This is an optimization exercise on Yosys and OpenROAD, whose aim is small area, a short achievable clock period and few clock cycles per item, not a production implementation.
The RTL was checked by simulation tests, not by an equivalence proof against the original design.
Power figures rest on the tool's default switching activity, not on a simulated workload.

==> design/flow/design.v <==
package wtok_pkg;
  localparam int unsigned LENGTH_WIDTH_DEF = 16;
  localparam logic [31:0] FNV_BASIS = 32'h811C_9DC5;
  localparam logic [31:0] FNV_PRIME = 32'h0100_0193;
  localparam logic [7:0] CHR_NUL = 8'h00;
  localparam logic [7:0] CHR_TAB = 8'h09;
  localparam logic [7:0] CHR_LF  = 8'h0A;
  localparam logic [7:0] CHR_VT  = 8'h0B;
  localparam logic [7:0] CHR_FF  = 8'h0C;
  localparam logic [7:0] CHR_CR  = 8'h0D;
  localparam logic [7:0] CHR_SP  = 8'h20;
  localparam logic [15:0] EOS_LENGTH = 16'd4;
  localparam int unsigned QUEUE_DEPTH = 4;
  localparam int unsigned QUEUE_PTR_W = $clog2(QUEUE_DEPTH);
  localparam int unsigned QUEUE_CNT_W = $clog2(QUEUE_DEPTH + 1);
  typedef struct packed {
    logic [7:0] data_byte;
    logic       end_of_input;
  } byte_t;
  typedef struct packed {
    logic [31:0] word_hash;
    logic [15:0] word_length;
    logic        is_eos;
    logic        last;
  } token_t;
  localparam int unsigned TOKEN_W = 50;  
  localparam logic [31:0] EOS_HASH = 32'hD79C_9359;
endpackage
import wtok_pkg::*;
module wtok_room (
  input  logic [1:0] cls,
  input  logic       in_word,
  input  logic [1:0] e_pre,
  input  logic       w_own,
  input  logic       e_post,
  input  logic       take,
  output logic       ok
);
  logic       e_front;
  logic [1:0] e_pre1;
  logic       w_own1;
  logic       e_post1;
  always_comb begin
    e_front = (e_pre != 2'd0);
    e_pre1  = e_pre;
    w_own1  = w_own;
    e_post1 = e_post;
    if (take) begin
      if (e_front) begin
        e_pre1 = e_pre - 2'd1;
      end else if (w_own) begin
        w_own1  = 1'b0;
        e_pre1  = {1'b0, e_post};
        e_post1 = 1'b0;
      end
    end
    case (cls)
      2'd1:    ok = in_word || !w_own;
      2'd2:    ok = in_word || (w_own1 ? !e_post1 : (e_pre1 != 2'd2));
      2'd3:    ok = 1'b1;
      default: ok = 1'b0;
    endcase
  end
endmodule
module word_tokenizer_fnv1a_hasher_top #(
  parameter int unsigned LENGTH_WIDTH = wtok_pkg::LENGTH_WIDTH_DEF
) (
  input  logic   clk,
  input  logic   rst,
  input  logic   byte_valid,
  output logic   byte_ready,
  input  wtok_pkg::byte_t  byte_data,
  output logic   token_valid,
  input  logic   token_ready,
  output wtok_pkg::token_t token_data
);
  localparam logic [1:0] C_NONE = 2'd0;
  localparam logic [1:0] C_WORD = 2'd1;
  localparam logic [1:0] C_LF   = 2'd2;
  localparam logic [1:0] C_END  = 2'd3;
  logic [1:0]  ib_cls;
  logic        ib_b7;
  logic                    in_word;
  logic [31:0]             hash_r;
  logic [LENGTH_WIDTH-1:0] len_r;
  logic                    last_r;
  logic [1:0]  e_pre;
  logic        w_own;
  logic        e_post;
  logic        rdy_nt;
  logic        rdy_t;
  logic        e_front;
  logic        word_end;
  logic        imm_w;
  logic        take;
  logic        w_now;       
  logic        w_give;      
  logic        ok;
  logic        hash_upd;
  logic        hash_clr;
  logic        byte_xfer;
  logic        in_space;
  logic [1:0]  in_cls;
  logic [6:0]  in_low;
  logic [31:0] mix_out;
  logic [31:0] mixed;
  logic [6:0]  hlo_n;
  logic        w_next_nt;   
  logic        w_next_t;    
  logic [1:0]  ib_cls_n;
  logic        in_word_n;
  logic [1:0]  e_pre_n;
  logic        w_own_n;
  logic        e_post_n;
  logic        ok_nt_n;
  logic        ok_t_n;
  assign e_front     = (e_pre != 2'd0);
  assign word_end    = in_word && ib_cls[1];
  assign imm_w       = word_end && !e_front;
  assign token_valid = e_front || w_own || imm_w;
  assign take        = token_valid && token_ready;
  assign token_data.word_hash   = e_front ? EOS_HASH : hash_r;
  assign token_data.word_length = e_front ? EOS_LENGTH : 16'(len_r);
  assign token_data.is_eos      = e_front;
  assign token_data.last        = e_front || (w_own ? last_r : ib_cls[0]);
  assign byte_ready = rdy_nt || (token_ready && rdy_t);
  assign byte_xfer  = byte_valid && byte_ready;
  wtok_room u_room (
    .cls(ib_cls), .in_word(in_word), .e_pre(e_pre), .w_own(w_own),
    .e_post(e_post), .take(take), .ok(ok)
  );
  always_comb begin
    w_now    = imm_w && token_ready;
    w_give   = take && !e_front && w_own;
    hash_upd = (ib_cls == C_WORD) && ok;
    hash_clr = w_now || w_give;
    in_space = (byte_data.data_byte == CHR_SP)  || (byte_data.data_byte == CHR_LF) ||
               (byte_data.data_byte == CHR_CR)  || (byte_data.data_byte == CHR_TAB) ||
               (byte_data.data_byte == CHR_VT)  || (byte_data.data_byte == CHR_FF) ||
               (byte_data.data_byte == CHR_NUL);
    if (byte_data.end_of_input)                 in_cls = C_END;
    else if (byte_data.data_byte == CHR_LF)     in_cls = C_LF;
    else if (in_space)                          in_cls = C_END;
    else                                        in_cls = C_WORD;
    in_low = byte_data.data_byte[6:0] ^ {7{byte_data.data_byte[7]}};
    if (byte_xfer)   ib_cls_n = in_cls;
    else if (ok)     ib_cls_n = C_NONE;
    else             ib_cls_n = ib_cls;
    e_pre_n   = e_pre;
    w_own_n   = w_own;
    e_post_n  = e_post;
    in_word_n = in_word;
    if (take && !imm_w) begin
      if (e_front) begin
        e_pre_n = e_pre - 2'd1;
      end else begin
        w_own_n  = 1'b0;
        e_pre_n  = {1'b0, e_post};
        e_post_n = 1'b0;
      end
    end
    if (ok) begin
      case (ib_cls)
        C_WORD: in_word_n = 1'b1;
        C_LF: begin
          in_word_n = 1'b0;
          if (in_word) begin
            if (w_now) begin
              e_pre_n  = e_pre_n + 2'd1;
            end else begin
              w_own_n  = 1'b1;
              e_post_n = 1'b1;
            end
          end else if (w_own_n) begin
            e_post_n = 1'b1;
          end else begin
            e_pre_n  = e_pre_n + 2'd1;
          end
        end
        C_END: begin
          in_word_n = 1'b0;
          if (in_word && !w_now) w_own_n = 1'b1;
        end
        default: ;
      endcase
    end
    mixed = mix_out;
    if (rst || hash_clr) hlo_n = FNV_BASIS[6:0];
    else if (hash_upd)   hlo_n = mixed[6:0];
    else                 hlo_n = hash_r[6:0];
    if (byte_xfer && in_cls == C_WORD) hlo_n = hlo_n ^ in_low;
    w_next_nt = w_own_n || (in_word_n && ib_cls_n[1]);
    w_next_t  = (e_pre_n != 2'd0) && w_next_nt;
  end
  fnv_mul u_mul (.x(hash_r), .e(ib_b7), .y(mix_out));
  wtok_room u_room_nt (
    .cls(ib_cls_n), .in_word(in_word_n), .e_pre(e_pre_n), .w_own(w_own_n),
    .e_post(e_post_n), .take(1'b0), .ok(ok_nt_n)
  );
  wtok_room u_room_t (
    .cls(ib_cls_n), .in_word(in_word_n), .e_pre(e_pre_n), .w_own(w_own_n),
    .e_post(e_post_n), .take(1'b1), .ok(ok_t_n)
  );
  always_ff @(posedge clk) begin
    if (rst) begin
      ib_cls  <= C_NONE;
      in_word <= 1'b0;
      e_pre   <= 2'd0;
      w_own   <= 1'b0;
      e_post  <= 1'b0;
      rdy_nt  <= 1'b1;
      rdy_t   <= 1'b1;
    end else begin
      ib_cls  <= ib_cls_n;
      in_word <= in_word_n;
      e_pre   <= e_pre_n;
      w_own   <= w_own_n;
      e_post  <= e_post_n;
      rdy_nt  <= ((ib_cls_n == C_NONE) || ok_nt_n) && !w_next_nt;
      rdy_t   <= ((ib_cls_n == C_NONE) || ok_t_n) && !w_next_t;
    end
  end
  always_ff @(posedge clk) begin
    if (byte_xfer) begin
      ib_b7 <= byte_data.data_byte[7];
    end
  end
  always_ff @(posedge clk) begin
    if (rst || hash_clr) begin
      hash_r[31:7] <= FNV_BASIS[31:7];
      len_r        <= '0;
    end else if (hash_upd) begin
      hash_r[31:7] <= mixed[31:7];
      if (len_r != '1) begin
        len_r <= len_r + LENGTH_WIDTH'(1);
      end
    end
  end
  always_ff @(posedge clk) begin
    hash_r[6:0] <= hlo_n;
  end
  always_ff @(posedge clk) begin
    if (ok && word_end && !w_now) begin
      last_r <= (ib_cls == C_END);
    end
  end
endmodule
module fnv_mul (
  input  logic [31:0] x,
  input  logic        e,
  output logic [31:0] y
);
  logic fs0;
  logic fc0;
  logic fs1;
  logic fc1;
  logic fs2;
  logic fc2;
  logic fs3;
  logic fc3;
  logic fs4;
  logic fc4;
  logic fs5;
  logic fc5;
  logic fs6;
  logic fc6;
  logic fs7;
  logic fc7;
  logic fs8;
  logic fc8;
  logic fs9;
  logic fc9;
  logic fs10;
  logic fc10;
  logic fs11;
  logic fc11;
  logic fs12;
  logic fc12;
  logic fs13;
  logic fc13;
  logic fs14;
  logic fc14;
  logic fs15;
  logic fc15;
  logic fs16;
  logic fc16;
  logic fs17;
  logic fc17;
  logic fs18;
  logic fc18;
  logic fs19;
  logic fc19;
  logic fs20;
  logic fc20;
  logic fs21;
  logic fc21;
  logic fs22;
  logic fc22;
  logic fs23;
  logic fc23;
  logic fs24;
  logic fc24;
  logic fs25;
  logic fc25;
  logic fs26;
  logic fc26;
  logic fs27;
  logic fc27;
  logic fs28;
  logic fc28;
  logic fs29;
  logic fc29;
  logic fs30;
  logic fc30;
  logic fs31;
  logic fc31;
  logic fs32;
  logic fc32;
  logic fs33;
  logic fc33;
  logic fs34;
  logic fc34;
  logic fs35;
  logic fc35;
  logic fs36;
  logic fc36;
  logic fs37;
  logic fc37;
  logic fs38;
  logic fc38;
  logic fs39;
  logic fc39;
  logic fs40;
  logic fc40;
  logic fs41;
  logic fc41;
  logic fs42;
  logic fc42;
  logic fs43;
  logic fc43;
  logic fs44;
  logic fc44;
  logic fs45;
  logic fc45;
  logic fs46;
  logic fc46;
  logic fs47;
  logic fc47;
  logic fs48;
  logic fc48;
  logic fs49;
  logic fc49;
  logic fs50;
  logic fc50;
  logic fs51;
  logic fc51;
  logic fs52;
  logic fc52;
  logic fs53;
  logic fc53;
  logic fs54;
  logic fc54;
  logic fs55;
  logic fc55;
  logic fs56;
  logic fc56;
  logic fs57;
  logic fc57;
  logic fs58;
  logic fc58;
  logic fs59;
  logic fc59;
  logic fs60;
  logic fc60;
  logic fs61;
  logic fc61;
  logic fs62;
  logic fc62;
  logic fs63;
  logic fc63;
  logic fs64;
  logic fc64;
  logic fs65;
  logic fc65;
  logic fs66;
  logic fc66;
  logic fs67;
  logic fc67;
  logic fs68;
  logic fc68;
  logic fs69;
  logic fc69;
  logic fs70;
  logic fc70;
  logic fs71;
  logic fc71;
  logic fs72;
  logic fc72;
  logic fs73;
  logic fc73;
  logic fs74;
  logic fc74;
  logic fs75;
  logic fc75;
  logic fs76;
  logic fc76;
  logic fs77;
  logic fc77;
  logic fs78;
  logic fc78;
  logic fs79;
  logic fc79;
  logic fs80;
  logic fc80;
  logic fs81;
  logic fc81;
  logic fs82;
  logic fc82;
  logic fs83;
  logic fc83;
  logic fs84;
  logic fc84;
  logic [31:0] ra, rb;
  assign fs0 = x[4] ^ x[3] ^ x[0];
  assign fc0 = (x[4] & x[3]) | (x[4] & x[0]) | (x[3] & x[0]);
  assign fs1 = x[5] ^ x[4] ^ x[1];
  assign fc1 = (x[5] & x[4]) | (x[5] & x[1]) | (x[4] & x[1]);
  assign fs2 = x[6] ^ x[5] ^ x[2];
  assign fc2 = (x[6] & x[5]) | (x[6] & x[2]) | (x[5] & x[2]);
  assign fs3 = x[7] ^ x[6] ^ x[3];
  assign fc3 = (x[7] & x[6]) | (x[7] & x[3]) | (x[6] & x[3]);
  assign fs4 = x[0] ^ e ^ fc2;
  assign fc4 = (x[0] & e) | (x[0] & fc2) | (e & fc2);
  assign fs5 = x[8] ^ x[7] ^ x[4];
  assign fc5 = (x[8] & x[7]) | (x[8] & x[4]) | (x[7] & x[4]);
  assign fs6 = x[1] ^ x[0] ^ e;
  assign fc6 = (x[1] & x[0]) | (x[1] & e) | (x[0] & e);
  assign fs7 = fc3 ^ fs5 ^ fs6;
  assign fc7 = (fc3 & fs5) | (fc3 & fs6) | (fs5 & fs6);
  assign fs8 = x[9] ^ x[8] ^ x[5];
  assign fc8 = (x[9] & x[8]) | (x[9] & x[5]) | (x[8] & x[5]);
  assign fs9 = x[2] ^ x[1] ^ fc5;
  assign fc9 = (x[2] & x[1]) | (x[2] & fc5) | (x[1] & fc5);
  assign fs10 = fc6 ^ fs8 ^ fc7;
  assign fc10 = (fc6 & fs8) | (fc6 & fc7) | (fs8 & fc7);
  assign fs11 = x[10] ^ x[9] ^ x[6];
  assign fc11 = (x[10] & x[9]) | (x[10] & x[6]) | (x[9] & x[6]);
  assign fs12 = x[3] ^ x[2] ^ fc8;
  assign fc12 = (x[3] & x[2]) | (x[3] & fc8) | (x[2] & fc8);
  assign fs13 = fs11 ^ fc9 ^ fs12;
  assign fc13 = (fs11 & fc9) | (fs11 & fs12) | (fc9 & fs12);
  assign fs14 = x[11] ^ x[10] ^ x[7];
  assign fc14 = (x[11] & x[10]) | (x[11] & x[7]) | (x[10] & x[7]);
  assign fs15 = x[4] ^ x[3] ^ fc11;
  assign fc15 = (x[4] & x[3]) | (x[4] & fc11) | (x[3] & fc11);
  assign fs16 = fs14 ^ fc12 ^ fs15;
  assign fc16 = (fs14 & fc12) | (fs14 & fs15) | (fc12 & fs15);
  assign fs17 = x[12] ^ x[11] ^ x[8];
  assign fc17 = (x[12] & x[11]) | (x[12] & x[8]) | (x[11] & x[8]);
  assign fs18 = x[5] ^ x[4] ^ fc14;
  assign fc18 = (x[5] & x[4]) | (x[5] & fc14) | (x[4] & fc14);
  assign fs19 = fs17 ^ fc15 ^ fs18;
  assign fc19 = (fs17 & fc15) | (fs17 & fs18) | (fc15 & fs18);
  assign fs20 = x[13] ^ x[12] ^ x[9];
  assign fc20 = (x[13] & x[12]) | (x[13] & x[9]) | (x[12] & x[9]);
  assign fs21 = x[6] ^ x[5] ^ fc17;
  assign fc21 = (x[6] & x[5]) | (x[6] & fc17) | (x[5] & fc17);
  assign fs22 = fs20 ^ fc18 ^ fs21;
  assign fc22 = (fs20 & fc18) | (fs20 & fs21) | (fc18 & fs21);
  assign fs23 = x[14] ^ x[13] ^ x[10];
  assign fc23 = (x[14] & x[13]) | (x[14] & x[10]) | (x[13] & x[10]);
  assign fs24 = x[7] ^ x[6] ^ fc20;
  assign fc24 = (x[7] & x[6]) | (x[7] & fc20) | (x[6] & fc20);
  assign fs25 = fs23 ^ fc21 ^ fs24;
  assign fc25 = (fs23 & fc21) | (fs23 & fs24) | (fc21 & fs24);
  assign fs26 = x[15] ^ x[14] ^ x[11];
  assign fc26 = (x[15] & x[14]) | (x[15] & x[11]) | (x[14] & x[11]);
  assign fs27 = x[8] ^ x[7] ^ fc23;
  assign fc27 = (x[8] & x[7]) | (x[8] & fc23) | (x[7] & fc23);
  assign fs28 = fs26 ^ fc24 ^ fs27;
  assign fc28 = (fs26 & fc24) | (fs26 & fs27) | (fc24 & fs27);
  assign fs29 = x[16] ^ x[15] ^ x[12];
  assign fc29 = (x[16] & x[15]) | (x[16] & x[12]) | (x[15] & x[12]);
  assign fs30 = x[9] ^ x[8] ^ fc26;
  assign fc30 = (x[9] & x[8]) | (x[9] & fc26) | (x[8] & fc26);
  assign fs31 = fs29 ^ fc27 ^ fs30;
  assign fc31 = (fs29 & fc27) | (fs29 & fs30) | (fc27 & fs30);
  assign fs32 = x[17] ^ x[16] ^ x[13];
  assign fc32 = (x[17] & x[16]) | (x[17] & x[13]) | (x[16] & x[13]);
  assign fs33 = x[10] ^ x[9] ^ fc29;
  assign fc33 = (x[10] & x[9]) | (x[10] & fc29) | (x[9] & fc29);
  assign fs34 = fs32 ^ fc30 ^ fs33;
  assign fc34 = (fs32 & fc30) | (fs32 & fs33) | (fc30 & fs33);
  assign fs35 = x[18] ^ x[17] ^ x[14];
  assign fc35 = (x[18] & x[17]) | (x[18] & x[14]) | (x[17] & x[14]);
  assign fs36 = x[11] ^ x[10] ^ fc32;
  assign fc36 = (x[11] & x[10]) | (x[11] & fc32) | (x[10] & fc32);
  assign fs37 = fs35 ^ fc33 ^ fs36;
  assign fc37 = (fs35 & fc33) | (fs35 & fs36) | (fc33 & fs36);
  assign fs38 = x[19] ^ x[18] ^ x[15];
  assign fc38 = (x[19] & x[18]) | (x[19] & x[15]) | (x[18] & x[15]);
  assign fs39 = x[12] ^ x[11] ^ fc35;
  assign fc39 = (x[12] & x[11]) | (x[12] & fc35) | (x[11] & fc35);
  assign fs40 = fs38 ^ fc36 ^ fs39;
  assign fc40 = (fs38 & fc36) | (fs38 & fs39) | (fc36 & fs39);
  assign fs41 = x[20] ^ x[19] ^ x[16];
  assign fc41 = (x[20] & x[19]) | (x[20] & x[16]) | (x[19] & x[16]);
  assign fs42 = x[13] ^ x[12] ^ fc38;
  assign fc42 = (x[13] & x[12]) | (x[13] & fc38) | (x[12] & fc38);
  assign fs43 = fs41 ^ fc39 ^ fs42;
  assign fc43 = (fs41 & fc39) | (fs41 & fs42) | (fc39 & fs42);
  assign fs44 = x[21] ^ x[20] ^ x[17];
  assign fc44 = (x[21] & x[20]) | (x[21] & x[17]) | (x[20] & x[17]);
  assign fs45 = x[14] ^ x[13] ^ fc41;
  assign fc45 = (x[14] & x[13]) | (x[14] & fc41) | (x[13] & fc41);
  assign fs46 = fs44 ^ fc42 ^ fs45;
  assign fc46 = (fs44 & fc42) | (fs44 & fs45) | (fc42 & fs45);
  assign fs47 = x[22] ^ x[21] ^ x[18];
  assign fc47 = (x[22] & x[21]) | (x[22] & x[18]) | (x[21] & x[18]);
  assign fs48 = x[15] ^ x[14] ^ fc44;
  assign fc48 = (x[15] & x[14]) | (x[15] & fc44) | (x[14] & fc44);
  assign fs49 = fs47 ^ fc45 ^ fs48;
  assign fc49 = (fs47 & fc45) | (fs47 & fs48) | (fc45 & fs48);
  assign fs50 = x[23] ^ x[22] ^ x[19];
  assign fc50 = (x[23] & x[22]) | (x[23] & x[19]) | (x[22] & x[19]);
  assign fs51 = x[16] ^ x[15] ^ fc47;
  assign fc51 = (x[16] & x[15]) | (x[16] & fc47) | (x[15] & fc47);
  assign fs52 = fs50 ^ fc48 ^ fs51;
  assign fc52 = (fs50 & fc48) | (fs50 & fs51) | (fc48 & fs51);
  assign fs53 = x[24] ^ x[23] ^ x[20];
  assign fc53 = (x[24] & x[23]) | (x[24] & x[20]) | (x[23] & x[20]);
  assign fs54 = x[17] ^ x[16] ^ x[0];
  assign fc54 = (x[17] & x[16]) | (x[17] & x[0]) | (x[16] & x[0]);
  assign fs55 = e ^ fc50 ^ fs53;
  assign fc55 = (e & fc50) | (e & fs53) | (fc50 & fs53);
  assign fs56 = fs54 ^ fc51 ^ fs55;
  assign fc56 = (fs54 & fc51) | (fs54 & fs55) | (fc51 & fs55);
  assign fs57 = x[25] ^ x[24] ^ x[21];
  assign fc57 = (x[25] & x[24]) | (x[25] & x[21]) | (x[24] & x[21]);
  assign fs58 = x[18] ^ x[17] ^ x[1];
  assign fc58 = (x[18] & x[17]) | (x[18] & x[1]) | (x[17] & x[1]);
  assign fs59 = fc53 ^ fc54 ^ fs57;
  assign fc59 = (fc53 & fc54) | (fc53 & fs57) | (fc54 & fs57);
  assign fs60 = fs58 ^ fc55 ^ fs59;
  assign fc60 = (fs58 & fc55) | (fs58 & fs59) | (fc55 & fs59);
  assign fs61 = x[26] ^ x[25] ^ x[22];
  assign fc61 = (x[26] & x[25]) | (x[26] & x[22]) | (x[25] & x[22]);
  assign fs62 = x[19] ^ x[18] ^ x[2];
  assign fc62 = (x[19] & x[18]) | (x[19] & x[2]) | (x[18] & x[2]);
  assign fs63 = fc57 ^ fc58 ^ fs61;
  assign fc63 = (fc57 & fc58) | (fc57 & fs61) | (fc58 & fs61);
  assign fs64 = fs62 ^ fc59 ^ fs63;
  assign fc64 = (fs62 & fc59) | (fs62 & fs63) | (fc59 & fs63);
  assign fs65 = x[27] ^ x[26] ^ x[23];
  assign fc65 = (x[27] & x[26]) | (x[27] & x[23]) | (x[26] & x[23]);
  assign fs66 = x[20] ^ x[19] ^ x[3];
  assign fc66 = (x[20] & x[19]) | (x[20] & x[3]) | (x[19] & x[3]);
  assign fs67 = fc61 ^ fc62 ^ fs65;
  assign fc67 = (fc61 & fc62) | (fc61 & fs65) | (fc62 & fs65);
  assign fs68 = fs66 ^ fc63 ^ fs67;
  assign fc68 = (fs66 & fc63) | (fs66 & fs67) | (fc63 & fs67);
  assign fs69 = x[28] ^ x[27] ^ x[24];
  assign fc69 = (x[28] & x[27]) | (x[28] & x[24]) | (x[27] & x[24]);
  assign fs70 = x[21] ^ x[20] ^ x[4];
  assign fc70 = (x[21] & x[20]) | (x[21] & x[4]) | (x[20] & x[4]);
  assign fs71 = fc65 ^ fc66 ^ fs69;
  assign fc71 = (fc65 & fc66) | (fc65 & fs69) | (fc66 & fs69);
  assign fs72 = fs70 ^ fc67 ^ fs71;
  assign fc72 = (fs70 & fc67) | (fs70 & fs71) | (fc67 & fs71);
  assign fs73 = x[29] ^ x[28] ^ x[25];
  assign fc73 = (x[29] & x[28]) | (x[29] & x[25]) | (x[28] & x[25]);
  assign fs74 = x[22] ^ x[21] ^ x[5];
  assign fc74 = (x[22] & x[21]) | (x[22] & x[5]) | (x[21] & x[5]);
  assign fs75 = fc69 ^ fc70 ^ fs73;
  assign fc75 = (fc69 & fc70) | (fc69 & fs73) | (fc70 & fs73);
  assign fs76 = fs74 ^ fc71 ^ fs75;
  assign fc76 = (fs74 & fc71) | (fs74 & fs75) | (fc71 & fs75);
  assign fs77 = x[30] ^ x[29] ^ x[26];
  assign fc77 = (x[30] & x[29]) | (x[30] & x[26]) | (x[29] & x[26]);
  assign fs78 = x[23] ^ x[22] ^ x[6];
  assign fc78 = (x[23] & x[22]) | (x[23] & x[6]) | (x[22] & x[6]);
  assign fs79 = fc73 ^ fc74 ^ fs77;
  assign fc79 = (fc73 & fc74) | (fc73 & fs77) | (fc74 & fs77);
  assign fs80 = fs78 ^ fc75 ^ fs79;
  assign fc80 = (fs78 & fc75) | (fs78 & fs79) | (fc75 & fs79);
  assign fs81 = x[31] ^ x[30] ^ x[27];
  assign fc81 = (x[31] & x[30]) | (x[31] & x[27]) | (x[30] & x[27]);
  assign fs82 = x[24] ^ x[23] ^ x[7];
  assign fc82 = (x[24] & x[23]) | (x[24] & x[7]) | (x[23] & x[7]);
  assign fs83 = fc77 ^ fc78 ^ fs81;
  assign fc83 = (fc77 & fc78) | (fc77 & fs81) | (fc78 & fs81);
  assign fs84 = fs82 ^ fc79 ^ fs83;
  assign fc84 = (fs82 & fc79) | (fs82 & fs83) | (fc79 & fs83);
  assign ra[0] = x[0];
  assign rb[0] = e;
  assign ra[1] = x[1];
  assign rb[1] = x[0];
  assign ra[2] = x[2];
  assign rb[2] = x[1];
  assign ra[3] = x[3];
  assign rb[3] = x[2];
  assign ra[4] = e;
  assign rb[4] = fs0;
  assign ra[5] = fc0;
  assign rb[5] = fs1;
  assign ra[6] = fc1;
  assign rb[6] = fs2;
  assign ra[7] = fs3;
  assign rb[7] = fs4;
  assign ra[8] = fc4;
  assign rb[8] = fs7;
  assign ra[9] = fs9;
  assign rb[9] = fs10;
  assign ra[10] = fc10;
  assign rb[10] = fs13;
  assign ra[11] = fc13;
  assign rb[11] = fs16;
  assign ra[12] = fc16;
  assign rb[12] = fs19;
  assign ra[13] = fc19;
  assign rb[13] = fs22;
  assign ra[14] = fc22;
  assign rb[14] = fs25;
  assign ra[15] = fc25;
  assign rb[15] = fs28;
  assign ra[16] = fc28;
  assign rb[16] = fs31;
  assign ra[17] = fc31;
  assign rb[17] = fs34;
  assign ra[18] = fc34;
  assign rb[18] = fs37;
  assign ra[19] = fc37;
  assign rb[19] = fs40;
  assign ra[20] = fc40;
  assign rb[20] = fs43;
  assign ra[21] = fc43;
  assign rb[21] = fs46;
  assign ra[22] = fc46;
  assign rb[22] = fs49;
  assign ra[23] = fc49;
  assign rb[23] = fs52;
  assign ra[24] = fc52;
  assign rb[24] = fs56;
  assign ra[25] = fc56;
  assign rb[25] = fs60;
  assign ra[26] = fc60;
  assign rb[26] = fs64;
  assign ra[27] = fc64;
  assign rb[27] = fs68;
  assign ra[28] = fc68;
  assign rb[28] = fs72;
  assign ra[29] = fc72;
  assign rb[29] = fs76;
  assign ra[30] = fc76;
  assign rb[30] = fs80;
  assign ra[31] = fc80;
  assign rb[31] = fs84;
  logic [31:0] g0, p0;
  assign g0 = ra & rb;
  assign p0 = ra ^ rb;
  logic gc0;
  assign gc0 = g0[0] | (p0[0] & e);
  logic gn1, pn1;
  assign gn1 = g0[1] | (p0[1] & gc0);
  assign pn1 = p0[1] & p0[0];
  logic gn2, pn2;
  assign gn2 = g0[3] | (p0[3] & g0[2]);
  assign pn2 = p0[3] & p0[2];
  logic gn3, pn3;
  assign gn3 = g0[5] | (p0[5] & g0[4]);
  assign pn3 = p0[5] & p0[4];
  logic gn4, pn4;
  assign gn4 = g0[7] | (p0[7] & g0[6]);
  assign pn4 = p0[7] & p0[6];
  logic gn5, pn5;
  assign gn5 = g0[9] | (p0[9] & g0[8]);
  assign pn5 = p0[9] & p0[8];
  logic gn6, pn6;
  assign gn6 = g0[11] | (p0[11] & g0[10]);
  assign pn6 = p0[11] & p0[10];
  logic gn7, pn7;
  assign gn7 = g0[13] | (p0[13] & g0[12]);
  assign pn7 = p0[13] & p0[12];
  logic gn8, pn8;
  assign gn8 = g0[15] | (p0[15] & g0[14]);
  assign pn8 = p0[15] & p0[14];
  logic gn9, pn9;
  assign gn9 = g0[17] | (p0[17] & g0[16]);
  assign pn9 = p0[17] & p0[16];
  logic gn10, pn10;
  assign gn10 = g0[19] | (p0[19] & g0[18]);
  assign pn10 = p0[19] & p0[18];
  logic gn11, pn11;
  assign gn11 = g0[21] | (p0[21] & g0[20]);
  assign pn11 = p0[21] & p0[20];
  logic gn12, pn12;
  assign gn12 = g0[23] | (p0[23] & g0[22]);
  assign pn12 = p0[23] & p0[22];
  logic gn13, pn13;
  assign gn13 = g0[25] | (p0[25] & g0[24]);
  assign pn13 = p0[25] & p0[24];
  logic gn14, pn14;
  assign gn14 = g0[27] | (p0[27] & g0[26]);
  assign pn14 = p0[27] & p0[26];
  logic gn15, pn15;
  assign gn15 = g0[29] | (p0[29] & g0[28]);
  assign pn15 = p0[29] & p0[28];
  logic gn16, pn16;
  assign gn16 = g0[31] | (p0[31] & g0[30]);
  assign pn16 = p0[31] & p0[30];
  logic gn17, pn17;
  assign gn17 = g0[2] | (p0[2] & gn1);
  assign pn17 = p0[2] & pn1;
  logic gn18, pn18;
  assign gn18 = gn2 | (pn2 & gn1);
  assign pn18 = pn2 & pn1;
  logic gn19, pn19;
  assign gn19 = g0[6] | (p0[6] & gn3);
  assign pn19 = p0[6] & pn3;
  logic gn20, pn20;
  assign gn20 = gn4 | (pn4 & gn3);
  assign pn20 = pn4 & pn3;
  logic gn21, pn21;
  assign gn21 = g0[10] | (p0[10] & gn5);
  assign pn21 = p0[10] & pn5;
  logic gn22, pn22;
  assign gn22 = gn6 | (pn6 & gn5);
  assign pn22 = pn6 & pn5;
  logic gn23, pn23;
  assign gn23 = g0[14] | (p0[14] & gn7);
  assign pn23 = p0[14] & pn7;
  logic gn24, pn24;
  assign gn24 = gn8 | (pn8 & gn7);
  assign pn24 = pn8 & pn7;
  logic gn25, pn25;
  assign gn25 = g0[18] | (p0[18] & gn9);
  assign pn25 = p0[18] & pn9;
  logic gn26, pn26;
  assign gn26 = gn10 | (pn10 & gn9);
  assign pn26 = pn10 & pn9;
  logic gn27, pn27;
  assign gn27 = g0[22] | (p0[22] & gn11);
  assign pn27 = p0[22] & pn11;
  logic gn28, pn28;
  assign gn28 = gn12 | (pn12 & gn11);
  assign pn28 = pn12 & pn11;
  logic gn29, pn29;
  assign gn29 = g0[26] | (p0[26] & gn13);
  assign pn29 = p0[26] & pn13;
  logic gn30, pn30;
  assign gn30 = gn14 | (pn14 & gn13);
  assign pn30 = pn14 & pn13;
  logic gn31, pn31;
  assign gn31 = g0[30] | (p0[30] & gn15);
  assign pn31 = p0[30] & pn15;
  logic gn32, pn32;
  assign gn32 = gn16 | (pn16 & gn15);
  assign pn32 = pn16 & pn15;
  logic gn33, pn33;
  assign gn33 = g0[4] | (p0[4] & gn18);
  assign pn33 = p0[4] & pn18;
  logic gn34, pn34;
  assign gn34 = gn3 | (pn3 & gn18);
  assign pn34 = pn3 & pn18;
  logic gn35, pn35;
  assign gn35 = gn19 | (pn19 & gn18);
  assign pn35 = pn19 & pn18;
  logic gn36, pn36;
  assign gn36 = gn20 | (pn20 & gn18);
  assign pn36 = pn20 & pn18;
  logic gn37, pn37;
  assign gn37 = g0[12] | (p0[12] & gn22);
  assign pn37 = p0[12] & pn22;
  logic gn38, pn38;
  assign gn38 = gn7 | (pn7 & gn22);
  assign pn38 = pn7 & pn22;
  logic gn39, pn39;
  assign gn39 = gn23 | (pn23 & gn22);
  assign pn39 = pn23 & pn22;
  logic gn40, pn40;
  assign gn40 = gn24 | (pn24 & gn22);
  assign pn40 = pn24 & pn22;
  logic gn41, pn41;
  assign gn41 = g0[20] | (p0[20] & gn26);
  assign pn41 = p0[20] & pn26;
  logic gn42, pn42;
  assign gn42 = gn11 | (pn11 & gn26);
  assign pn42 = pn11 & pn26;
  logic gn43, pn43;
  assign gn43 = gn27 | (pn27 & gn26);
  assign pn43 = pn27 & pn26;
  logic gn44, pn44;
  assign gn44 = gn28 | (pn28 & gn26);
  assign pn44 = pn28 & pn26;
  logic gn45, pn45;
  assign gn45 = g0[28] | (p0[28] & gn30);
  assign pn45 = p0[28] & pn30;
  logic gn46, pn46;
  assign gn46 = gn15 | (pn15 & gn30);
  assign pn46 = pn15 & pn30;
  logic gn47, pn47;
  assign gn47 = gn31 | (pn31 & gn30);
  assign pn47 = pn31 & pn30;
  logic gn48, pn48;
  assign gn48 = gn32 | (pn32 & gn30);
  assign pn48 = pn32 & pn30;
  logic gn49, pn49;
  assign gn49 = g0[8] | (p0[8] & gn36);
  assign pn49 = p0[8] & pn36;
  logic gn50, pn50;
  assign gn50 = gn5 | (pn5 & gn36);
  assign pn50 = pn5 & pn36;
  logic gn51, pn51;
  assign gn51 = gn21 | (pn21 & gn36);
  assign pn51 = pn21 & pn36;
  logic gn52, pn52;
  assign gn52 = gn22 | (pn22 & gn36);
  assign pn52 = pn22 & pn36;
  logic gn53, pn53;
  assign gn53 = gn37 | (pn37 & gn36);
  assign pn53 = pn37 & pn36;
  logic gn54, pn54;
  assign gn54 = gn38 | (pn38 & gn36);
  assign pn54 = pn38 & pn36;
  logic gn55, pn55;
  assign gn55 = gn39 | (pn39 & gn36);
  assign pn55 = pn39 & pn36;
  logic gn56, pn56;
  assign gn56 = gn40 | (pn40 & gn36);
  assign pn56 = pn40 & pn36;
  logic gn57, pn57;
  assign gn57 = g0[24] | (p0[24] & gn44);
  assign pn57 = p0[24] & pn44;
  logic gn58, pn58;
  assign gn58 = gn13 | (pn13 & gn44);
  assign pn58 = pn13 & pn44;
  logic gn59, pn59;
  assign gn59 = gn29 | (pn29 & gn44);
  assign pn59 = pn29 & pn44;
  logic gn60, pn60;
  assign gn60 = gn30 | (pn30 & gn44);
  assign pn60 = pn30 & pn44;
  logic gn61, pn61;
  assign gn61 = gn45 | (pn45 & gn44);
  assign pn61 = pn45 & pn44;
  logic gn62, pn62;
  assign gn62 = gn46 | (pn46 & gn44);
  assign pn62 = pn46 & pn44;
  logic gn63, pn63;
  assign gn63 = gn47 | (pn47 & gn44);
  assign pn63 = pn47 & pn44;
  logic gn64, pn64;
  assign gn64 = gn48 | (pn48 & gn44);
  assign pn64 = pn48 & pn44;
  logic gn65, pn65;
  assign gn65 = g0[16] | (p0[16] & gn56);
  assign pn65 = p0[16] & pn56;
  logic gn66, pn66;
  assign gn66 = gn9 | (pn9 & gn56);
  assign pn66 = pn9 & pn56;
  logic gn67, pn67;
  assign gn67 = gn25 | (pn25 & gn56);
  assign pn67 = pn25 & pn56;
  logic gn68, pn68;
  assign gn68 = gn26 | (pn26 & gn56);
  assign pn68 = pn26 & pn56;
  logic gn69, pn69;
  assign gn69 = gn41 | (pn41 & gn56);
  assign pn69 = pn41 & pn56;
  logic gn70, pn70;
  assign gn70 = gn42 | (pn42 & gn56);
  assign pn70 = pn42 & pn56;
  logic gn71, pn71;
  assign gn71 = gn43 | (pn43 & gn56);
  assign pn71 = pn43 & pn56;
  logic gn72, pn72;
  assign gn72 = gn44 | (pn44 & gn56);
  assign pn72 = pn44 & pn56;
  logic gn73, pn73;
  assign gn73 = gn57 | (pn57 & gn56);
  assign pn73 = pn57 & pn56;
  logic gn74, pn74;
  assign gn74 = gn58 | (pn58 & gn56);
  assign pn74 = pn58 & pn56;
  logic gn75, pn75;
  assign gn75 = gn59 | (pn59 & gn56);
  assign pn75 = pn59 & pn56;
  logic gn76, pn76;
  assign gn76 = gn60 | (pn60 & gn56);
  assign pn76 = pn60 & pn56;
  logic gn77, pn77;
  assign gn77 = gn61 | (pn61 & gn56);
  assign pn77 = pn61 & pn56;
  logic gn78, pn78;
  assign gn78 = gn62 | (pn62 & gn56);
  assign pn78 = pn62 & pn56;
  logic gn79, pn79;
  assign gn79 = gn63 | (pn63 & gn56);
  assign pn79 = pn63 & pn56;
  logic gn80, pn80;
  assign gn80 = gn64 | (pn64 & gn56);
  assign pn80 = pn64 & pn56;
  logic [31:0] pe;
  assign pe = p0 ^ {32{e}};
  assign y[0] = pe[0] ^ e;
  assign y[1] = pe[1] ^ gc0;
  assign y[2] = pe[2] ^ gn1;
  assign y[3] = pe[3] ^ gn17;
  assign y[4] = pe[4] ^ gn18;
  assign y[5] = pe[5] ^ gn33;
  assign y[6] = pe[6] ^ gn34;
  assign y[7] = pe[7] ^ gn35;
  assign y[8] = pe[8] ^ gn36;
  assign y[9] = pe[9] ^ gn49;
  assign y[10] = pe[10] ^ gn50;
  assign y[11] = pe[11] ^ gn51;
  assign y[12] = pe[12] ^ gn52;
  assign y[13] = pe[13] ^ gn53;
  assign y[14] = pe[14] ^ gn54;
  assign y[15] = pe[15] ^ gn55;
  assign y[16] = pe[16] ^ gn56;
  assign y[17] = pe[17] ^ gn65;
  assign y[18] = pe[18] ^ gn66;
  assign y[19] = pe[19] ^ gn67;
  assign y[20] = pe[20] ^ gn68;
  assign y[21] = pe[21] ^ gn69;
  assign y[22] = pe[22] ^ gn70;
  assign y[23] = pe[23] ^ gn71;
  assign y[24] = pe[24] ^ gn72;
  assign y[25] = pe[25] ^ gn73;
  assign y[26] = pe[26] ^ gn74;
  assign y[27] = pe[27] ^ gn75;
  assign y[28] = pe[28] ^ gn76;
  assign y[29] = pe[29] ^ gn77;
  assign y[30] = pe[30] ^ gn78;
  assign y[31] = pe[31] ^ gn79;
endmodule
==> design/flow/flow/run.sh <==
#!/bin/bash
# Layout flow: the standard flow, with two changes between its steps.
#  1. After the standard synthesis, flow/fapol.py re-chooses the polarity of
#     each full adder cell (a full adder is self-dual) to drop the inverters
#     that Yosys's adder extraction leaves between them, and turns an xor2
#     with one inverted input into an xnor2 (or back). Registers and all
#     other cells are untouched.
#  2. Ports are buffered with sky130_fd_sc_hd__buf_1 instead of the
#     flow's default buffer cell (every port still gets its own buffer).
# Each tool's output goes to a log file of its own in this folder.
set -euo pipefail
R=orfs/results/sky130hd/word_tokenizer_fnv1a_hasher_top/base
bash standard.sh synth > 1_standard_synth.log 2>&1
cp $R/1_2_yosys.v 1_2_yosys.standard.v
python3 flow/fapol.py 1_2_yosys.standard.v $R/1_2_yosys.v > 2_fapol.log 2>&1
touch $R/1_2_yosys.v
bash standard.sh BUFFER_PORTS_ARGS="-buffer_cell sky130_fd_sc_hd__buf_1" finish > 3_standard_finish.log 2>&1
==> design/flow/flow/fapol.py <==
#!/usr/bin/env python3
"""Choose the polarity of each full adder cell in a Yosys netlist so that as
few inverters as possible remain.

A full adder is self-dual: complementing its three inputs complements its sum
and carry. Yosys's adder extraction leaves many inverters between full
adders; this picks, for every fa cell, whether to build it on complemented
inputs (giving complemented outputs), then rebuilds the inverters: at most
one per signal, from the signal's net. Only inverters are removed or added
and only fa inputs are rewired; registers and all other cells are unchanged.

usage: fapol.py IN.v OUT.v
"""
import re, sys, random

src = open(sys.argv[1]).read()
m = re.search(r'^module\s+(\S+)\((.*?)\);\n', src, re.M | re.S)
head_end = m.end()
end_mod = src.rindex('endmodule')
body = src[head_end:end_mod]

decl_re = re.compile(r'^\s*(input|output|inout|wire)\s+(\[\d+:\d+\]\s+)?(\S+)\s*;\s*$', re.M)
inst_re = re.compile(r'^\s*(sky130_fd_sc_hd__\w+)\s+(\S+)\s*\((.*?)\);\s*$', re.M | re.S)
pin_re = re.compile(r'\.(\w+)\(\s*(.*?)\s*\)\s*(?:,|$)', re.S)

decls = []
ports = set()
for d in decl_re.finditer(body):
    decls.append(d.group(0))
    if d.group(1) in ('output',):
        rng = d.group(2)
        name = d.group(3)
        if rng:
            hi, lo = map(int, re.findall(r'\d+', rng))
            for i in range(min(hi, lo), max(hi, lo) + 1):
                ports.add(f'{name}[{i}]')
        else:
            ports.add(name)

OUTPINS = {'X', 'Y', 'Q', 'Q_N', 'SUM', 'COUT', 'HI', 'LO'}
cells = []
for c in inst_re.finditer(body):
    typ, name, pins = c.group(1), c.group(2), c.group(3)
    conn = {}
    for p in pin_re.finditer(pins):
        conn[p.group(1)] = p.group(2).strip()
    cells.append({'type': typ, 'name': name, 'conn': conn})

def is_inv(c):
    return re.match(r'sky130_fd_sc_hd__(clk)?inv_\d+$', c['type']) is not None

def norm(n):
    return n.strip()

driver = {}
for c in cells:
    for p, n in c['conn'].items():
        if p in OUTPINS:
            driver[norm(n)] = (c, p)

# inverters that drive a port stay as they are (treated as ordinary cells)
invs = [c for c in cells if is_inv(c) and norm(c['conn']['Y']) not in ports]
inv_set = set(id(c) for c in invs)

def resolve(n):
    n = norm(n); p = 0
    while n in driver and id(driver[n][0]) in inv_set:
        n = norm(driver[n][0]['conn']['A']); p ^= 1
    return n, p

fas = [c for c in cells if c['type'].startswith('sky130_fd_sc_hd__fa_')]
fa_idx = {id(c): i for i, c in enumerate(fas)}
sig_fa = {}                      # signal net -> fa index that drives it
for i, c in enumerate(fas):
    sig_fa[norm(c['conn']['SUM'])] = i
    sig_fa[norm(c['conn']['COUT'])] = i

# consumers: (cell, pin, signal, polarity)
cons = []
for c in cells:
    if id(c) in inv_set:
        continue
    for p, n in c['conn'].items():
        if p in OUTPINS:
            continue
        s, pol = resolve(n)
        cons.append((c, p, s, pol))
# signals that reach a port other than through kept cells: freeze their fa
frozen = set()
for n in ports:
    s, pol = resolve(n)
    if s in sig_fa and (s != norm(n)):
        frozen.add(sig_fa[s])

by_sig = {}
for k, (c, p, s, pol) in enumerate(cons):
    by_sig.setdefault(s, []).append(k)
fa_sigs = [set() for _ in fas]
for k, (c, p, s, pol) in enumerate(cons):
    if id(c) in fa_idx:
        fa_sigs[fa_idx[id(c)]].add(s)
    if s in sig_fa:
        fa_sigs[sig_fa[s]].add(s)

flip = [0] * len(fas)

def is_xor(c):
    return re.match(r'sky130_fd_sc_hd__x(n)?or2_\d+$', c['type']) is not None

def sig_cost(s):
    phi = flip[sig_fa[s]] if s in sig_fa else 0
    for k in by_sig.get(s, []):
        c, p, _, pol = cons[k]
        if is_xor(c):
            continue
        eff = pol ^ (flip[fa_idx[id(c)]] if id(c) in fa_idx else 0)
        if eff != phi:
            return 1
    return 0

def total():
    return sum(sig_cost(s) for s in by_sig)

before = total()
random.seed(1)
best_flip, best = list(flip), before
for restart in range(30):
    flip[:] = [0] * len(fas) if restart == 0 else [random.randint(0, 1) if i not in frozen else 0 for i in range(len(fas))]
    order = list(range(len(fas)))
    for rnd in range(60):
        improved = False
        random.shuffle(order)
        for i in order:
            if i in frozen:
                continue
            old = sum(sig_cost(s) for s in fa_sigs[i])
            flip[i] ^= 1
            new = sum(sig_cost(s) for s in fa_sigs[i])
            if new < old:
                improved = True
            elif new == old and random.random() < 0.3:
                pass
            else:
                flip[i] ^= 1
        if not improved and rnd > 15:
            break
    cur = total()
    if cur < best:
        best, best_flip = cur, list(flip)
flip[:] = best_flip
after = total()

def esc(n):
    n = norm(n)
    return n + ' ' if n.startswith('\\') else n

# rebuild: drop resolved inverters, one new inverter per signal that needs it
inv_of = {}
new_wires, new_cells = [], []
kept_inv_type = {}
for c in invs:
    s, _ = resolve(c['conn']['Y'])
    kept_inv_type.setdefault(s, c['type'])
cnt = 0
def inv_net(s):
    global cnt
    if s not in inv_of:
        cnt += 1
        w = f'_fapol_{cnt}_'
        inv_of[s] = w
        new_wires.append(f'  wire {w};')
        t = kept_inv_type.get(s, 'sky130_fd_sc_hd__inv_1')
        new_cells.append(f'  {t} _fapol_inv_{cnt}_ (\n    .A({esc(s)}),\n    .Y({w})\n  );')
    return inv_of[s]

swap = {}
for k, (c, p, s, pol) in enumerate(cons):
    phi = flip[sig_fa[s]] if s in sig_fa else 0
    eff = pol ^ (flip[fa_idx[id(c)]] if id(c) in fa_idx else 0)
    if is_xor(c):
        c['conn'][p] = s
        if eff != phi:
            swap[id(c)] = swap.get(id(c), 0) ^ 1
        continue
    c['conn'][p] = s if eff == phi else inv_net(s)
n_swap = 0
for c in cells:
    if swap.get(id(c)):
        n_swap += 1
        m2 = re.match(r'sky130_fd_sc_hd__(x(?:n)?or2)_(\d+)$', c['type'])
        kind, drive = m2.group(1), m2.group(2)
        if kind == 'xor2':
            c['type'] = f'sky130_fd_sc_hd__xnor2_{drive}'
            c['conn'] = {('Y' if q == 'X' else q): n for q, n in c['conn'].items()}
        else:
            c['type'] = f'sky130_fd_sc_hd__xor2_{drive}'
            c['conn'] = {('X' if q == 'Y' else q): n for q, n in c['conn'].items()}

dead = set(norm(c['conn']['Y']) for c in invs)
out = [src[:head_end]]
for d in decls:
    mm = decl_re.match(d)
    if mm.group(1) == 'wire' and not mm.group(2) and norm(mm.group(3)) in dead:
        continue
    out.append(d + '\n')
out += [w + '\n' for w in new_wires]
for c in cells:
    if id(c) in inv_set:
        continue
    pins = ',\n'.join(f'    .{p}({esc(n)})' for p, n in c['conn'].items())
    out.append(f"  {c['type']} {c['name']} (\n{pins}\n  );\n")
out += [x + '\n' for x in new_cells]
out.append(src[end_mod:])
open(sys.argv[2], 'w').write(''.join(out))
print(f'fapol: {len(fas)} full adders, {sum(flip)} flipped, {len(frozen)} frozen, {n_swap} xor/xnor swapped; '
      f'inverters {len(invs)} -> {len(inv_of)} (signal cost {before} -> {after})')
==> design/flow/standard.sh <==
#!/bin/bash
# synth_recipe.tcl (not shown) runs the flow's synth.tcl, then flattens the netlist and writes it again
# the make line also repeats each setting of config.mk as NAME=value (left out here)
make -C /OpenROAD-flow-scripts/flow DESIGN_CONFIG=/design/flow/config.mk WORK_HOME=/design/flow/orfs CLKGATE_MAP_FILE= SYNTH_SCRIPT=/design/flow/synth_recipe.tcl "${@:-finish}"
==> design/flow/config.mk <==
export PLATFORM = sky130hd
export DESIGN_NAME = word_tokenizer_fnv1a_hasher_top
export DESIGN_NICKNAME = word_tokenizer_fnv1a_hasher_top
export VERILOG_FILES = /design/flow/design.v
export SDC_FILE = /design/flow/constraint.sdc
export NUM_CORES = 4
export LEC_CHECK = 0
export CAP_MARGIN = 20
export CORE_MARGIN = 2
export CORE_UTILIZATION = 40
export CTS_BUF_LIST = sky130_fd_sc_hd__clkbuf_8
export CTS_CLUSTER_SIZE = 20
export SETUP_SLACK_MARGIN = 2.8
export SLEW_MARGIN = 20
==> design/flow/constraint.sdc <==
create_clock -name core_clock -period 6.5 [get_ports {clk}]
set_input_delay 1.3000 -clock core_clock [delete_from_list [all_inputs] [get_ports {clk}]]
set_output_delay 1.3000 -clock core_clock [all_outputs]
set_load 0.01 [all_outputs]
==> metrics.md, run 1 <==
| Metric | Value |
|---|---|
| Crit path from | hash_r[4] |
| Setup total negative slack | 0 ns |
| Max Cap Viol | 0 |
| Synth warn | 2 |
| RSZ-0062 raised after global routing | yes |
| Final period util | 57.0% |
| Worst r2r src | hash_r[4] |
| Wire length per cell | roughly 17 um |
| DRT iter0 DRCs | between 300 and 400 |
| Worst reg2reg setup slack | roughly 2.8 ns |
| Maximum vdd drop | 190 uV |
| # hold bufs at CTS | 0 |
| Mapped Nets | 808 |
| Row cnt | 45 |
| Syn Inst Count | 676 |
| CP endpoint kind | register |
| Status | timing/DRC/antenna clean |
| Ant. Diodes | 0 |
| Core box area | 0.0153 mm^2 |
| Clock latency (worst-skew pair) | 0.35 ns |
| Setup crit start kind | register |
| Worst slew pin tran | about 0.85 ns |
| Final Hold Viols | 0 |
| Final #Nets | roughly 900 |
| WHS | 0.519 ns |
| Die width | around 130 um |
| RR Endpoint | hash_r[28] |
| Arr. time, crit path | 3.90 ns |
| WL met3 | between 800 and 900 um |
| Full die area | 0.0169 mm^2 |
| Initial antenna violation count | 0 |
| Pin count of the biggest net entering global routing | 36 |
| Commonest non-fill, non-tap cell in the layout | xnor2_1 |
| Pwr per Cell Area | 425 mW/mm^2 |
| Total Routing Usage GR | a little over a fifth |
| Worst slew margin | 42.4% |
| Fin cells | 980 |
| Vias in the first global route | roughly 5.3k |
| Clock-pin transition on the worst setup and hold timing paths | about 0.070 ns |
| Clk sink count | 59 |
| Post-Place Cells | between 900 and 1k |
| Finished Core Util | 50.6% |
| Placement Cell Area | just under 0.007 mm^2 |
| CP Capture Point | hash_r[28] |
| Clock root cell | clkbuf_8 |
| GRT overflow | 0 |
| Met1 wire length | 7.73 mm |
| Post-layout min period | ~3.7 ns |
| Setup violation total in the final timing report | 0 |
| # port buffers | 64 |
| Layout area overhead | 22.4% |
| Initial cell density of the core | 41.3% |
| Antenna viol nets, final | 0 |
| Routability Congestion | 0.814 |
| Hold crit path type | reg -> reg |
| Die Y-Extent | 130 um |
| Setup ws final | 2.80 ns |
| Uppermost routed layer | met4 |
| Deepest clock path buffer count | 2 |
| Cell Area, Synth | between 0.006 and 0.007 mm^2 |
| Total Wirelength | around 17 mm |
| Fmax | 0.270 GHz |
| Met2 wire length | 8.34 mm |
| TritonCTS clock tree | done |
| H-tree depth | 3 |
| Critical path class | reg -> reg |
| Reg2Reg Depth | 13 |
| Design Power | 3.30 mW |
| TritonRoute pass-1 iters | 5 |
| Layout cells sized above 1 | roughly 20% |
| Crit-path max FO | 8 |
| Critical Path RT | 6.70 ns |
| Avg Cell Area, Syn | 9.37 um^2 |
| Post-DP HPWL | 12.2 mm |
| Cts bufs inserted | 9 |
| Drt via density | 5.27 |
| # IOs | 65 |
| Post-route cell area | 0.00775 mm^2 |
| Leakage | 2.89 nW |
| Max-slew violation count | 0 |
| First-pass GRT wire length | 27.5 mm |
| Residual DRC | 0 |
| Most frequent cells in the layout | 72 x xnor2_1, 69 x fa_1, 67 x nor2_1 |
| Via count | 5,160 |
| Clock Skews | 0.0102 ns |
| Pre-CTS setup slack | 1.99 ns |
-- sequential cells by signal, indices dropped and copies added, names as in the netlist --
signal   count
len_r       16
w_own        1
ib_b7        1
last_r       1
rdy_nt       1
rdy_t        1
e_post       1
hash_r      32
ib_cls       2
in_word      1
e_pre        2
-- power by group --
| group | switching, mW | total, mW | internal, mW |
|---|---|---|---|
| logic | 1.24 | 2.47 | 1.22 |
| clock network | 0.154 | 0.388 | 0.235 |
| registers | 0.0574 | 0.442 | 0.384 |
-- metal layers --
layer,vias to the layer above,GRT usage (%)
li1,2477,-
met1,2526,28.3
met2,137,35.7
met3,20,3.36
met4,0,4.74
met5,-,0
-- final cells by class --
| class | count | area, um^2 |
|---|---|---|
| Fill cell | 1424 | 7560 |
| Multi-Input combinational cell | 556 | 5300 |
| Sequential cell | 59 | 1280 |
| Timing Repair Buffer | 105 | 559 |
| Tap cell | 211 | 264 |
| Clock buffer | 11 | 151 |
| Inverter | 33 | 124 |
| Clock inverter | 5 | 75.1 |
-- worst min-delay path by stage --
| stage | startpoint | endpoint | cells past startpoint |
|---|---|---|---|
| finish | len_r[5] | len_r[5] | 2 |
| global route | len_r[5] | len_r[5] | 2 |
| detailed placement | len_r[8] | len_r[8] | 2 |
| global placement | len_r[5] | len_r[5] | 2 |
| CTS | len_r[5] | len_r[5] | 2 |
| floorplan | e_post | e_post | 2 |
-- worst max-delay path, cell delays in order (launching register included) --
cell and delay [ns]:
dfxtp_4 0.41, fa_1 0.48, fa_1 0.43, fa_1 0.51
ha_1 0.24, a21oi_2 0.17, o21ai_2 0.08, a22oi_2 0.22
o31ai_4 0.15, a2111o_1 0.46, buf_4 0.15, nand2_4 0.05
xnor2_2 0.11, a211oi_1 0.09
-- repair_timing --
item / in CTS / in global routing
pin swaps: 21 / 50
buffers inserted: 18 / 19
resized for setup: 71 / 40
setup endpoints to repair: 33 / 15
Testbench counts, summed over its fixed seeds: cycles 24,016, bytes 24,000.
==> run 2: changes to the inputs <==
--- a/design/flow/config.mk
+++ b/design/flow/config.mk
@@ -6,4 +6,5 @@
 export NUM_CORES = 4
 export LEC_CHECK = 0
+export ABC_AREA = 1
 export CAP_MARGIN = 20
 export CORE_MARGIN = 2
@@ -11,4 +12,4 @@
 export CTS_BUF_LIST = sky130_fd_sc_hd__clkbuf_8
 export CTS_CLUSTER_SIZE = 20
-export SETUP_SLACK_MARGIN = 2.8
+export SETUP_SLACK_MARGIN = 2.5
 export SLEW_MARGIN = 20
==> run 2 against run 1 <==
Against the previous run: still clean; global-route usage fell by 2.1 points; routed wire length shrank 7.4%; worst setup slack got worse by 0.095 ns; sequential power about the same; cell count is 13% higher; sequential cell count unchanged; register-to-register slack got worse by 0.09 ns; clock skew rose by 0.0021 ns; die area is 2.7% higher; design area fell by 6.1%; via count up 4.2%; non-clock buffer count is 28 lower; critical endpoint is now hash_r[30]; largest cell class unchanged.
==> metrics.md, run 2 <==
| Metric | Value |
|---|---|
| Finished Core Util | 45.8% (-4.8 points) |
| Post-route cell area | 0.00728 mm^2 (-6.1%) |
| Layout cells sized above 1 | 7.65% (-13 points) |
| Placement Cell Area | 0.00696 mm^2 (+2.6%) |
| H-tree depth | 3 (unchanged) |
| Avg Cell Area, Syn | 7.97 um^2 (-15%) |
| Layout area overhead | 11.8% |
| TritonCTS clock tree | done |
| Clock-pin transition on the worst setup and hold timing paths | 0.08 ns (about the same) |
| Critical Path RT | 6.74 ns (+0.04 ns) |
| Post-DP HPWL | 11.8 mm (-3.5%) |
| Die Y-Extent | 132 um (+1.3%) |
| CP endpoint kind | register |
| Clock latency (worst-skew pair) | 0.37 ns (+0.02 ns) |
| Cell Area, Synth | 0.00651 mm^2 (+2.8%) |
| Pin count of the biggest net entering global routing | 37 (+2.8%) |
| GRT overflow | 0 (unchanged) |
| Core box area | 0.0159 mm^2 (+3.7%) |
| Setup crit start kind | register |
| Worst slew pin tran | 0.867 ns (+0.0168 ns) |
| Leakage | 3.15 nW (+8.7%) |
| Final Hold Viols | 0 (unchanged) |
| Clock share of power | 13.0% (+1.2 points) |
| Deepest clock path buffer count | 2 (unchanged) |
| Arr. time, crit path | 4.04 ns (+0.14 ns) |
| Vias in the first global route | 5,344 (+0.53%) |
| Setup violation total in the final timing report | 0 (unchanged) |
| Wire length per cell | 14.3 um (-18%) |
| First-pass GRT wire length | 26.5 mm (-3.9%) |
| Max-slew violation count | 0 (unchanged) |
| Critical path class | reg -> reg |
| Filler Cell Count | 1,649 (+16%) |
| Psw | 1.20 mW (-18%) |
| Drt via density | 4.87 (-7.6%) |
| Max Cap Viol | 0 (unchanged) |
| Crit-path max FO | 6 (-2) |
| Pwr per Cell Area | 341 mW/mm^2 (-20%) |
| Logic gate share of total power | 69.3% (-5.5 points) |
| Residual DRC | 0 (unchanged) |
| Hold crit path type | reg -> reg |
| # port buffers | 64 (unchanged) |
| Final period util | 58.4% (+1.5 points) |
| RSZ-0062 raised after global routing | no |
| Fin cells | 1,105 (+13%) |
| Row cnt | 46 (+2.2%) |
| Syn Inst Count | 817 (+21%) |
| Total Routing Usage GR | 18.9% (-2.1 points) |
| Fmax | 0.263 GHz (-2.5%) |
| Via count | 5,376 (+4.2%) |
| Clock root cell | clkbuf_8 |
| DRT iter0 DRCs | 217 (-28%) |
| # IOs | 65 (unchanged) |
| Clk sink count | 59 (unchanged) |
| Maximum vdd drop | 125 uV (-34%) |
| Routability Congestion | 0.901 (+11%) |
| Most frequent cells in the layout | 137 x nand2_1, 109 x inv_1, 81 x a21oi_1, 81 x fa_1, 69 x nor2_1 |
| Switching fraction of total power | 48.1% (+4.1 points) |
| Largest register FFs | 32 (unchanged) |
| Status | timing/DRC/antenna clean |
| Final #Nets | 1,016 (+13%) |
| Post-Place Cells | 1,079 (+16%) |
| Largest registers | hash_r (32), len_r (16) |
| Commonest non-fill, non-tap cell in the layout | nand2_1 |
| Reg2Reg Depth | 15 (+2) |
| Initial antenna violation count | 0 (unchanged) |
| Largest register by flop count | hash_r |
| # hold bufs at CTS | 0 (unchanged) |
| Setup total negative slack | 0 ns (unchanged) |
| Antenna viol nets, final | 0 (unchanged) |
| Clock Skews | 0.0122 ns (+0.00209 ns) |
| Part of the power in registers | 17.7% (+4.3 points) |
| Internal | 1.29 mW (-30%) |
| Post-layout min period | 3.80 ns (+0.0947 ns) |
| Ant. Diodes | 0 (unchanged) |
| Synth warn | 2 (unchanged) |
| Die width | 132 um (+1.3%) |
| Worst slew margin | 42.1% (-0.29 points) |
| Mapped Nets | 949 (+17%) |
| Initial cell density of the core | 41.0% (-0.37 points) |
| Cts bufs inserted | 9 (unchanged) |
| Hold depth | 2 (unchanged) |
| TritonRoute pass-1 iters | 4 (-1) |
| Total Wirelength | 15.8 mm (-7.4%) |
| Full die area | 0.0173 mm^2 (+2.7%) |
| Design Power | 2.48 mW (-25%) |
run 2: cell count changes in the layout (fill, tap and decap cells not counted), moves of 13 or more:
cell     before  now
a21oi_1      21   81
and2_1       19    0
buf_4        38   11
dfxtp_1      33   47
dfxtp_4      19    0
ha_1         24   37
inv_1        33  109
nand2_1      46  137
nand3_1      14   31
o21ai_0      18   35
or3_1        14    0
xnor2_1      72   37
xor2_1       17   38
run 2: area by class of cell:
cell class                 count  area, um^2  share of cell area [%]
multi-input combinational    627        4840                    66.4
sequential                    59        1210                    16.7
inverter                     110         413                    5.67
timing repair buffer          77         368                    5.05
tap                          216         270                    3.71
clock buffer                   9         124                    1.70
clock inverter                 7        53.8                   0.739
run 2: final timing paths:
check                  from    endpoint  slack (ns)
setup / recovery  hash_r[8]  hash_r[30]        2.70
hold / removal     len_r[1]    len_r[1]        0.50
setup reg to reg  hash_r[8]  hash_r[30]        2.70
hold reg to reg    len_r[1]    len_r[1]        0.50
run 2: stage by stage:
| stage | setup slack, ns | hold WS [ns] |
|---|---|---|
| 2_1_floorplan | 3.01 | 0.461 |
| 3_5_place_dp | 2.35 | 0.492 |
| 4_1_cts | 2.54 | 0.504 |
| 6_report | 2.70 | 0.501 |
| 5_1_grt | 2.51 | 0.532 |
| 3_3_place_gp | 2.39 | 0.485 |
run 2: critical path, cell delays in order, from the launching register on:
cell and delay (ns):
dfxtp_2 0.41, fa_1 0.45, fa_1 0.52, fa_1 0.42, ha_1 0.35, a21oi_1 0.20
nor2_1 0.06, nor2_1 0.17, inv_1 0.08, a211oi_2 0.28, nand2_2 0.19, buf_4 0.20
nand3_1 0.06, nand2_1 0.06, xnor2_1 0.15, a21oi_1 0.09
run 2: per-layer routing:
layer	vias to the layer above	wire length, um	GRT usage [%]
li1	2744	-	-
met4	0	305	4.95
met2	121	7330	30.9
met1	2486	7440	25.4
met5	-	0	0
met3	25	738	3.97
run 2: power groups by stage:
stage	logic [mW]	clock network [mW]	registers, mW
final	1.72	0.323	0.440
after global routing	1.96	0.344	0.448
after CTS	1.64	0.334	0.441
after detailed placement	1.63	0	0.449
after global placement	1.63	0	0.449
after floorplan	1.36	0	0.431
run 2: repair_timing:
action                     CTS  global route
buffers inserted             0             8
resized for setup            2            17
pin swaps                    0             3
setup endpoints to repair   16            16
cloned                       0             2
==> run 3: changes to the inputs <==
--- a/design/flow/config.mk
+++ b/design/flow/config.mk
@@ -6,5 +6,4 @@
 export NUM_CORES = 4
 export LEC_CHECK = 0
-export ABC_AREA = 1
 export CAP_MARGIN = 20
 export CORE_MARGIN = 2
@@ -12,4 +11,5 @@
 export CTS_BUF_LIST = sky130_fd_sc_hd__clkbuf_8
 export CTS_CLUSTER_SIZE = 20
+export PLACE_DENSITY = 0.7
 export SETUP_SLACK_MARGIN = 2.5
 export SLEW_MARGIN = 20
==> run 3 against run 2 <==
Against the previous run: highest routed layer unchanged; combinational power rose by 14%; utilization rose by 1.3 points; sequential power rose by 2%; cell count fell by 14%; non-clock buffer count fell by 5; via count fell by 6.8%; hold slack improved by 0.014 ns.
==> metrics.md, run 3 <==
| Metric | Value |
|---|---|
| Worst slew margin | 44.3% (+2.2 points) |
| Residual DRC | 0 (unchanged) |
| Pre-CTS setup slack | 1.97 ns (-0.384 ns) |
| Core box area | 0.0153 mm^2 (-3.6%) |
| Slowest-stage cell, CP | fa_1 |
| Vias in the first global route | 5,081 (-4.9%) |
| Wire length per cell | 16.2 um (+13%) |
| GRT overflow | 0 (unchanged) |
| Die Y-Extent | 130 um (-1.3%) |
| # port buffers | 64 (unchanged) |
| Final Hold Viols | 0 (unchanged) |
| Hold crit path type | reg -> reg |
| Layout area overhead | 13.9% |
| Total Wirelength | 15.4 mm (-2.9%) |
| TritonCTS clock tree | done |
| Setup violation total in the final timing report | 0 (unchanged) |
| Cell Area, Synth | 0.00633 mm^2 (-2.7%) |
| Part of the power in registers | 16.0% (-1.7 points) |
| Leakage | 2.68 nW (-15%) |
| Setup crit start kind | register |
| Clock root cell | clkbuf_8 |
| Critical Path RT | 6.78 ns (+0.04 ns) |
| Most frequent cells in the layout | 80 x fa_1, 75 x xnor2_1, 67 x nor2_1 |
| Worst slew pin tran | 0.822 ns (-0.0451 ns) |
| WHS | 0.515 ns (+0.0136 ns) |
| Most used cell, CP | fa_1 |
| Fin cells | 947 (-14%) |
| Clk sink count | 59 (unchanged) |
| Total Routing Usage GR | 19.4% (+0.51 points) |
| Clock share of power | 14.0% (+1.0 points) |
| Syn Inst Count | 676 (-17%) |
| Largest registers | hash_r (32), len_r (16) |
| Avg Cell Area, Syn | 9.37 um^2 (+18%) |
| Via count | 5,009 (-6.8%) |
| H-tree depth | 3 (unchanged) |
| Logic gate share of total power | 70.1% (+0.8 points) |
| Cts bufs inserted | 9 (unchanged) |
| Deepest clock path buffer count | 2 (unchanged) |
| Layout cells sized above 1 | 11.4% (+3.8 points) |
| Setup ws final | 2.67 ns (-0.0278 ns) |
| Routability Congestion | 0.848 (-5.9%) |
| Commonest non-fill, non-tap cell in the layout | fa_1 |
| Largest register FFs | 32 (unchanged) |
| Clock-pin transition on the worst setup and hold timing paths | 0.07 ns (about the same) |
| CP endpoint kind | register |
| RSZ-0062 raised after global routing | yes |
| Setup total negative slack | 0 ns (unchanged) |
| Pin count of the biggest net entering global routing | 36 (-2.7%) |
| Post-layout min period | 3.83 ns (+0.0278 ns) |
| Internal | 1.54 mW (+20%) |
| Row cnt | 45 (-2.2%) |
| Die width | 130 um (-1.3%) |
| Mapped Nets | 808 (-15%) |
| Crit-path cells | fa_1 -> fa_1 -> fa_1 -> ha_4 -> a21oi_2 -> o21ai_2 -> a2111o_1 -> and2_1 -> a2111o_1 -> a31oi_1 -> xnor2_1 -> o31ai_1 |
| Initial antenna violation count | 0 (unchanged) |
| TritonRoute pass-1 iters | 5 (+1) |
| # IOs | 65 (unchanged) |
| Synth warn | 2 (unchanged) |
| Crit-path max FO | 6 (unchanged) |
| Max Cap Viol | 0 (unchanged) |
| First-pass GRT wire length | 25.4 mm (-3.9%) |
| Full die area | 0.0169 mm^2 (-2.6%) |
| Max-slew violation count | 0 (unchanged) |
| DRT iter0 DRCs | 250 (+15%) |
| Status | timing/DRC/antenna clean |
| Clock Skews | 0.0111 ns (-0.00117 ns) |
| Final #Nets | 863 (-15%) |
| Critical path class | reg -> reg |
| Ant. Diodes | 0 (unchanged) |
| Drt via density | 5.29 (+8.7%) |
| Largest register by flop count | hash_r |
| Arr. time, crit path | 4.10 ns (+0.06 ns) |
| Fmax | 0.261 GHz (-0.73%) |
| Final period util | 58.9% (+0.43 points) |
| Clock latency (worst-skew pair) | 0.37 ns (about the same) |
| Max incr delay on CP | 0.57 ns (+0.05 ns) |
| Post-DP HPWL | 11.7 mm (-0.65%) |
| Initial cell density of the core | 41.3% (+0.37 points) |
| Maximum vdd drop | 162 uV (+30%) |
| Switching fraction of total power | 45.0% (-3.1 points) |
| Pwr per Cell Area | 389 mW/mm^2 (+14%) |
| Post-Place Cells | 927 (-14%) |
| Psw | 1.26 mW (+5.5%) |
| Antenna viol nets, final | 0 (unchanged) |
## run 3: what timing repair did
item	CTS	global route
endpoints found under the setup margin	9	16
pin swaps	0	9
endpoints found under the hold margin	0	0
buffers inserted	0	4
gates resized for setup	22	35
hold buffers	0	0
## run 3: area by class of cell
class	instances	area [um^2]
clock inverter	6	87.6
timing repair buffer	72	313
clock buffer	10	138
inverter	33	124
tap	211	264
multi-input combinational	556	5040
sequential	59	1250
fill	1478	8100
## run 3: per-stage QoR
step                      total power [mW]  utilization (%)  cell area, um^2
after floorplan                       1.90                -             6330
after global placement                2.21             44.0             6740
after detailed placement              2.24             44.0             6740
after CTS                             2.69             45.9             7030
after global routing                  3.06             47.1             7210
final                                 2.80             47.1             7210
## run 3: worst max-delay path: cells and delay by family, from the launching register on
| kind | cells | cell delay [ns] |
|---|---|---|
| flip-flops | 1 | 0.39 |
| XOR/XNOR | 1 | 0.10 |
| adder cells (fa/ha/maj) | 4 | 1.71 |
| AND/OR/NAND/NOR | 1 | 0.16 |
| AO/OA/AOI/OAI | 6 | 1.37 |
## run 3: path summary, 6_finish.rpt
check	from	to	slack, ns	depth (start not counted)
setup / recovery	hash_r[12]	hash_r[29]	2.67	12
hold / removal	len_r[5]	len_r[5]	0.51	2
setup reg to reg	hash_r[12]	hash_r[29]	2.67	12
hold reg to reg	len_r[5]	len_r[5]	0.51	2
## run 3: power groups by stage
stage                     combinational (mW)  sequential (mW)  clock, mW
after floorplan                         1.47            0.435          0
after global placement                  1.76            0.458          0
after detailed placement                1.78            0.458          0
after CTS                               1.83            0.451      0.400
after global routing                    2.19            0.455      0.418
final                                   1.96            0.448      0.391
## run 3: routing by layer
metal  GRT usage [%]  up-vias  part of all wire (%)
met5               0        -                     0
met4            7.65        0                   2.2
met3            3.77       26                   3.7
met2            31.7      102                    49
met1            25.4     2471                    45
li1                -     2410                     -

-- separate check: timing with driven ports --
Ports are ideal in the flow. The routed layouts listed here were re-timed in OpenROAD.
Step 1: set_driving_cell puts a clkbuf_16 on clk and a buf_2 on each other input, an assumption about the parent block.
Step 2 adds t to the input delays and takes it off the output delays; t is the mean of the earliest and latest rising clock arrival at the registers after step 1. Input paths then give back, and output paths get back, about the clock's delay inside the block.
Three values: ideal, step 1, step 2; two values: the first two.
run	t, ns	setup slack, ns	worst setup path at the end	pins driven straight from the clock port
run 1	0.380	2.797 / 2.797 / 2.631	input to register	1
run 2	0.404	2.702 / 2.702 / 2.702	register to register	1
run 3	0.400	2.675 / 2.675 / 2.403	input to register	1
After both steps every run listed still meets setup and hold. The setup slack of run 3, which loses most, moves by 0.000 ns with the drivers and by -0.272 ns with both steps.
